Background: an optimization exercise with open tools, aiming at small area, a short achievable clock period and few clock cycles. Do not read the settings as production practice.
Where RTL was checked, it was by simulation tests only, not by an equivalence proof against the original.
Power is estimated from default activity; no workload was simulated.

cedar:
==> flow/design.v (excerpt) <==
module sgd_dot_product (
    input  logic                             clk,
    input  logic                             rst_n,
    input  logic                             started,
    input  logic [sgd_pkg::CFG_W-1:0]        number_of_epochs,
    input  logic [sgd_pkg::CFG_W-1:0]        number_of_samples,
    input  logic [sgd_pkg::CFG_W-1:0]        dimension,
    input  logic [sgd_pkg::CFG_W-1:0]        number_of_bits,
    input  logic [sgd_pkg::A_WORD_W-1:0]     dispatch_axb_a_data,
    input  logic                             dispatch_axb_a_wr_en,
    output logic                             dispatch_axb_a_almost_full,
    input  logic [sgd_pkg::CREDIT_W-1:0]     x_wr_credit_counter,
    output logic [sgd_pkg::X_ADDR_W-1:0]     x_rd_addr,
    input  logic [sgd_pkg::X_WORD_W-1:0]     x_rd_data,
    output logic [sgd_pkg::NUM_BANKS*sgd_pkg::DOT_W-1:0] dot_product,   
    output logic [sgd_pkg::NUM_BANKS-1:0]    dot_product_valid
);
    logic                  accept;
    logic [BIT_IDX_W-1:0]  word_bit;
    logic                  word_first;
    logic                  word_last;
    logic [BIT_IDX_W-1:0]  bit_q   [2];
    logic                  first_q [3];
    logic                  last_q  [STAGES+1];
    logic                  out_valid;
    dot_control u_ctrl (
        .clk                 (clk),
        .rst_n               (rst_n),
        .started             (started),
        .number_of_epochs    (number_of_epochs),
        .number_of_samples   (number_of_samples),
        .dimension           (dimension),
  ...
Size in the first run: ~4100 cells after synthesis, ~490 I/O pins.
clock: 5.0 ns
lec_check: 0
cap_margin: 20
core_margin: 2
core_utilization: 50
cts_buf_list: sky130_fd_sc_hd__clkbuf_8
cts_cluster_size: 30
setup_slack_margin: 2.6
slew_margin: 20
synth_hierarchical: 1
synth_minimum_keep_size: 0
buffer_ports_args: -buffer_cell sky130_fd_sc_hd__buf_1
standard.sh (not shown) runs the stock make flow with config.mk's settings and CLKGATE_MAP_FILE= SYNTH_SCRIPT=/design/flow/synth_recipe.tcl, a recipe that flattens the netlist after the stock synthesis.
==> flow/flow/run.sh <==
#!/bin/bash
# The standard layout (standard.sh, the standard flow's own ORFS flow), except that
# the port buffers are the plain sky130_fd_sc_hd__buf_1 rather than the
# buffer_ports default (a delay buffer); every port still gets one.
set -euo pipefail
echo 'export BUFFER_PORTS_ARGS = -buffer_cell sky130_fd_sc_hd__buf_1' >> config.mk
export BUFFER_PORTS_ARGS="-buffer_cell sky130_fd_sc_hd__buf_1"
cp standard.sh standard_sh.txt
bash standard.sh > standard.log 2>&1
Testbench counts of cedar, summed over its fixed seeds: cycles 30,616.
diff inputs: cedar => birch
Settings: SETUP_SLACK_MARGIN: 2.6 -> 2.65.
==> comparison <==
- Compare cedar and birch | setup slack lower: birch
- Of the two values seen for startpoint of the worst setup timing path, g_bank[0].u_bank.s5_q[2]$_DFF_P_ was produced by birch and g_bank[1].u_bank.g_word[2].u_word.q[3]$_SDFF_PN0_ by cedar.
- Compared with cedar, birch shows a lower sequential group share of total power.
- Going from cedar to birch, clock share of power grows by 1.0 points.
- Delta(power of the combinational group, birch - cedar) > 0

== yarrow ==
sgd_dot_product, a different RTL version from the one above (not shown whole).
For scale: about 3600 cells after synthesis, roughly 440 flip-flops, ~490 I/O pins.
clock: 5.0 ns
lec_check: 0
cap_margin: 20
core_margin: 2
core_utilization: 50
setup_slack_margin: 2.5
slew_margin: 20
synth_hierarchical: 1
synth_minimum_keep_size: 0
run.sh (not shown) runs the stock make flow with config.mk's settings and CLKGATE_MAP_FILE= SYNTH_SCRIPT=/design/flow/synth_recipe.tcl, a recipe that flattens the netlist after the stock synthesis.
Stock flow here: none of the scripts above is used.
The final report for yarrow shows a completed flow and a layout that fails verification, specifically setup timing.
> inputs changed (yarrow -> pepper)
Settings: CORE_UTILIZATION: 50 -> 65.
[summary]
pepper did not finish; a tool error ended it in 5_1_grt.
Pre-CTS setup slack: pepper vs yarrow down 13 ps
The starting density of the core in pepper sits 15 points above the value recorded for yarrow.
Portion of netlist area occupied by mux cells of yarrow is on par with pepper.
From yarrow to pepper the numbers moved as follows: synthesized cell area now sits at about the same level; total instance count after detailed placement now sits lower; number of rows created at floorplan now sits lower; count of input and output buffers now sits at about the same level.
Relative to pepper, the following input files were edited for harbor:
Settings: setting CTS_CLUSTER_DIAMETER to 100 for the first time; setting CTS_CLUSTER_SIZE to 30 for the first time; setting CTS_BUF_LIST to sky130_fd_sc_hd__clkbuf_4 sky130_fd_sc_hd__clkbuf_8 for the first time.
==> run summary <==
Seen in the log of harbor: GRT-0232 during 5_1_grt, after which the run never completed.
Going from pepper to harbor, quantity of gates resized following cts grows by about 9%.
The lower H-tree depth of harbor and pepper is in harbor.
Detailed placement HPWL came out exactly the same in harbor and pepper.
In the reports for harbor and pepper, the smaller total CTS buffers belongs to harbor.
Taking harbor as 1.0, pepper lands at 1.06 on post-CTS setup buffer count.
harbor -> pepper: total of hold buffers inserted after clock tree synthesis delta 0, exact match
Synthesized cell count: pepper vs harbor identical
From pepper to harbor, post-synth design cell area did not move at all.
No functional check of the RTL was part of any run of this note.

run 1:
Another version of the RTL of sgd_dot_product (not shown whole).
For scale: roughly 3700 cells after synthesis, about 500 flip-flops, ~490 I/O pins, ~35000 µm² of cells after synthesis.
clock: 5.0 ns
lec_check: 0
cap_margin: 20
core_margin: 2
core_utilization: 50
cts_buf_list: sky130_fd_sc_hd__clkbuf_8
cts_cluster_size: 30
setup_slack_margin: 2.5
slew_margin: 20
synth_hierarchical: 1
synth_minimum_keep_size: 0
buffer_ports_args: -buffer_cell sky130_fd_sc_hd__buf_1
standard.sh (not shown) runs the stock make flow with config.mk's settings and CLKGATE_MAP_FILE= SYNTH_SCRIPT=/design/flow/synth_recipe.tcl, a recipe that flattens the netlist after the stock synthesis.
Scripts as last shown in full above: flow/flow/run.sh
Setup changes, run 1 to run 2
--- a/flow/config.mk
+++ b/flow/config.mk
@@ -12,3 +12,3 @@
 export CTS_CLUSTER_SIZE = 30
-export SETUP_SLACK_MARGIN = 2.5
+export SETUP_SLACK_MARGIN = 1.75
 export SLEW_MARGIN = 20
## What came out
Re hold slack: run 1 and run 2 aren't equal, and the higher value belongs to run 2. Compare run 1 and run 2 | global-route usage higher: run 1. In run 2, the power share of the clock group came out 2.1 points above the value in run 1. Compared run 2 vs run 1, and via count is down in run 2. Total power: run 2 below run 1. Routed wire in run 2 totals less than in run 1. Run 2: met2 wirelength from detailed routing lower than run 1.
The inputs of run 3 differ from those of run 2 as listed below.
--- a/flow/config.mk
+++ b/flow/config.mk
@@ -12,3 +12,3 @@
 export CTS_CLUSTER_SIZE = 30
-export SETUP_SLACK_MARGIN = 1.75
+export SETUP_SLACK_MARGIN = 2.0
 export SLEW_MARGIN = 20
- Run 3 vs run 2 — shortest clock period the worst path allows after layout dropped 220 ps.
- Run 2 → run 3: sequential share of layout area went down 0.65 points, area fraction of clock buffers and clock inverters went up 0.26 points.
Relative to run 3, the following input files were edited for run 4:
--- a/flow/config.mk
+++ b/flow/config.mk
@@ -12,3 +12,3 @@
 export CTS_CLUSTER_SIZE = 30
-export SETUP_SLACK_MARGIN = 2.0
+export SETUP_SLACK_MARGIN = 2.25
 export SLEW_MARGIN = 20
## What came out
- Diff run 4..run 3 | complex-gate fraction of the synthesized area | unchanged
- [compare] base=run 3 new=run 4: final total power rose about 6%, final cell count grew by 2.1%, sequential share of layout area down 0.90 points, share of the core filled with cells in the final layout saw an increase, worst setup slack has increased.
- Wire length of the first global-routing pass for run 4: 1.2% up relative to run 3
- Final-layout clock buffer total, run 3 and run 4: lower on run 3
No run of this note included a check of the RTL's function; only the layout flow was run.

Another version of the RTL of sgd_dot_product (not shown whole).
Size in the first run: roughly 3,600 cells after synthesis, ~440 flip-flops, roughly 33,000 um2 of cells after synthesis.
clock: 5.0 ns
lec_check: 0
cap_margin: 20
core_margin: 2
core_utilization: 50
cts_buf_list: sky130_fd_sc_hd__clkbuf_8
cts_cluster_size: 30
setup_slack_margin: 1.5
slew_margin: 20
synth_hierarchical: 1
synth_minimum_keep_size: 0
buffer_ports_args: -buffer_cell sky130_fd_sc_hd__buf_1
Scripts as last shown in full above: flow/flow/run.sh
The first run completed without violations.
Testbench counts at the start, summed over its fixed seeds: cycles 30,616.
Rerun with:
Settings changed: CTS_BUF_LIST sky130_fd_sc_hd__clkbuf_8 to default, CTS_CLUSTER_SIZE 30 to default, SETUP_SLACK_MARGIN 1.5 to 2.5.
Cell area went up by about 24%.
Wire length went up by 31%.
Area after synthesis does not change.
Power went up by 20%.
Synthesized cell count does not change.
Global-route usage went up by 7.5 points.
Die area is unchanged.
Flip-flop and latch count stays the same.
Rerun with:
Settings changed: CTS_BUF_LIST from default to sky130_fd_sc_hd__clkbuf_8, CTS_CLUSTER_SIZE from default to 30.
- final cell count is about the same
- clock power is lower by a few percent
- register-to-register slack is worse by 0.02 ns
- critical path depth is unchanged

== old ==
Another version of the RTL of sgd_dot_product (not shown whole).
Size: roughly 440 flip-flops, ~35000 um^2 of cells after synthesis.
make LEC_CHECK=0 CAP_MARGIN=20 CORE_MARGIN=2 CORE_UTILIZATION=40 SLEW_MARGIN=20 SYNTH_HIERARCHICAL=1 SYNTH_MINIMUM_KEEP_SIZE=0 finish   # period 5.0 ns
run.sh (not shown) runs the stock make flow with config.mk's settings and CLKGATE_MAP_FILE= SYNTH_SCRIPT=/design/flow/synth_recipe.tcl, a recipe that flattens the netlist after the stock synthesis.
Stock flow here: none of the scripts above is used.
What new does differently from old at the input level:
# old
export LEC_CHECK = 0
export CAP_MARGIN = 20
export CORE_MARGIN = 2
export CORE_UTILIZATION = 40
export SLEW_MARGIN = 20
export SYNTH_HIERARCHICAL = 1
export SYNTH_MINIMUM_KEEP_SIZE = 0
create_clock -name core_clock -period 5.0 [get_ports {clk}]
# new
export LEC_CHECK = 0
export ABC_CLOCK_PERIOD_IN_PS = 2500
export CAP_MARGIN = 20
export CORE_MARGIN = 2
export CORE_UTILIZATION = 40
export SETUP_SLACK_MARGIN = 2.0
export SLEW_MARGIN = 20
export SYNTH_HIERARCHICAL = 1
export SYNTH_MINIMUM_KEEP_SIZE = 0
create_clock -name core_clock -period 5.0 [get_ports {clk}]
==> comparison <==
Between old and new, the final-layout worst hold slack figures differ only marginally. | insertion delay to the later sink of the worst-skew pair | new vs old | ≈ equal |. new against old: sequential share of layout area lost 1.4 points; design area picked up an extra 8.0%; final wirelength picked up an extra about 7%; routed length per placed instance picked up an extra 0.90 um; area added between synthesis and finish picked up an extra 9.5 points. Combinational cell fraction of total power for new: 3.1 points up relative to old.
Function was not checked in any run of this note: the RTL went through the layout flow alone.

[port drivers added, routing unchanged]
How much do the figures lean on ideal ports? The routed layouts below were timed once more, with nothing changed but the port constraints.
Step 1 sets driving cells, clkbuf_16 on the clock port and buf_2 on the other inputs (assumed; they add their load-dependent delay and slew).
Step 2 moves the port delays by t, midway between the first and last clock arrival at a register: inputs arrive t later, outputs are due t later. That takes back most of the time a late clock gives input paths.
a / b / c = ideal / step 1 / step 2; a / b = the first two.
| run | shift t [ns] | setup slack, ns | hold slack, ns | slew at the worst register clock pin (ns) |
|---|---|---|---|---|
| cedar | 0.762 | 2.613 / 2.613 / 1.933 | 0.326 / 0.326 / 0.326 | 0.08 / 0.08 |
| birch | 0.754 | 2.554 / 2.554 / 2.003 | 0.326 / 0.326 / 0.326 | 0.07 / 0.07 |
| yarrow | 0.669 | -0.365 / -0.365 / -0.365 | 0.319 / 0.319 / 0.319 | 0.07 / 0.07 |
| run 1 | 0.744 | 1.973 / 1.973 / 1.463 | 0.325 / 0.325 / 0.325 | 0.07 / 0.07 |
| run 2 | 0.740 | 1.824 / 1.824 / 1.364 | 0.333 / 0.333 / 0.333 | 0.07 / 0.07 |
| run 3 | 0.743 | 2.041 / 2.041 / 1.484 | 0.325 / 0.325 / 0.325 | 0.07 / 0.07 |
| run 4 | 0.736 | 2.059 / 2.059 / 1.525 | 0.323 / 0.323 / 0.323 | 0.07 / 0.07 |
| the first run of note 4 | 0.707 | 1.601 / 1.601 / 1.016 | 0.320 / 0.320 / 0.320 | 0.07 / 0.07 |
| the second run of note 4 | 0.653 | 1.965 / 1.965 / 1.342 | 0.325 / 0.325 / 0.325 | 0.06 / 0.06 |
| the third run of note 4 | 0.715 | 1.946 / 1.946 / 1.262 | 0.324 / 0.324 / 0.324 | 0.07 / 0.07 |
| old | 0.655 | 0.949 / 0.949 / 0.717 | 0.323 / 0.323 / 0.323 | 0.07 / 0.07 |
| new | 0.665 | 1.807 / 1.821 / 1.186 | 0.325 / 0.325 / 0.325 | 0.07 / 0.07 |
The setup slack of the third run of note 4, which loses most, moves by 0.000 ns with the drivers and by -0.684 ns with both steps.
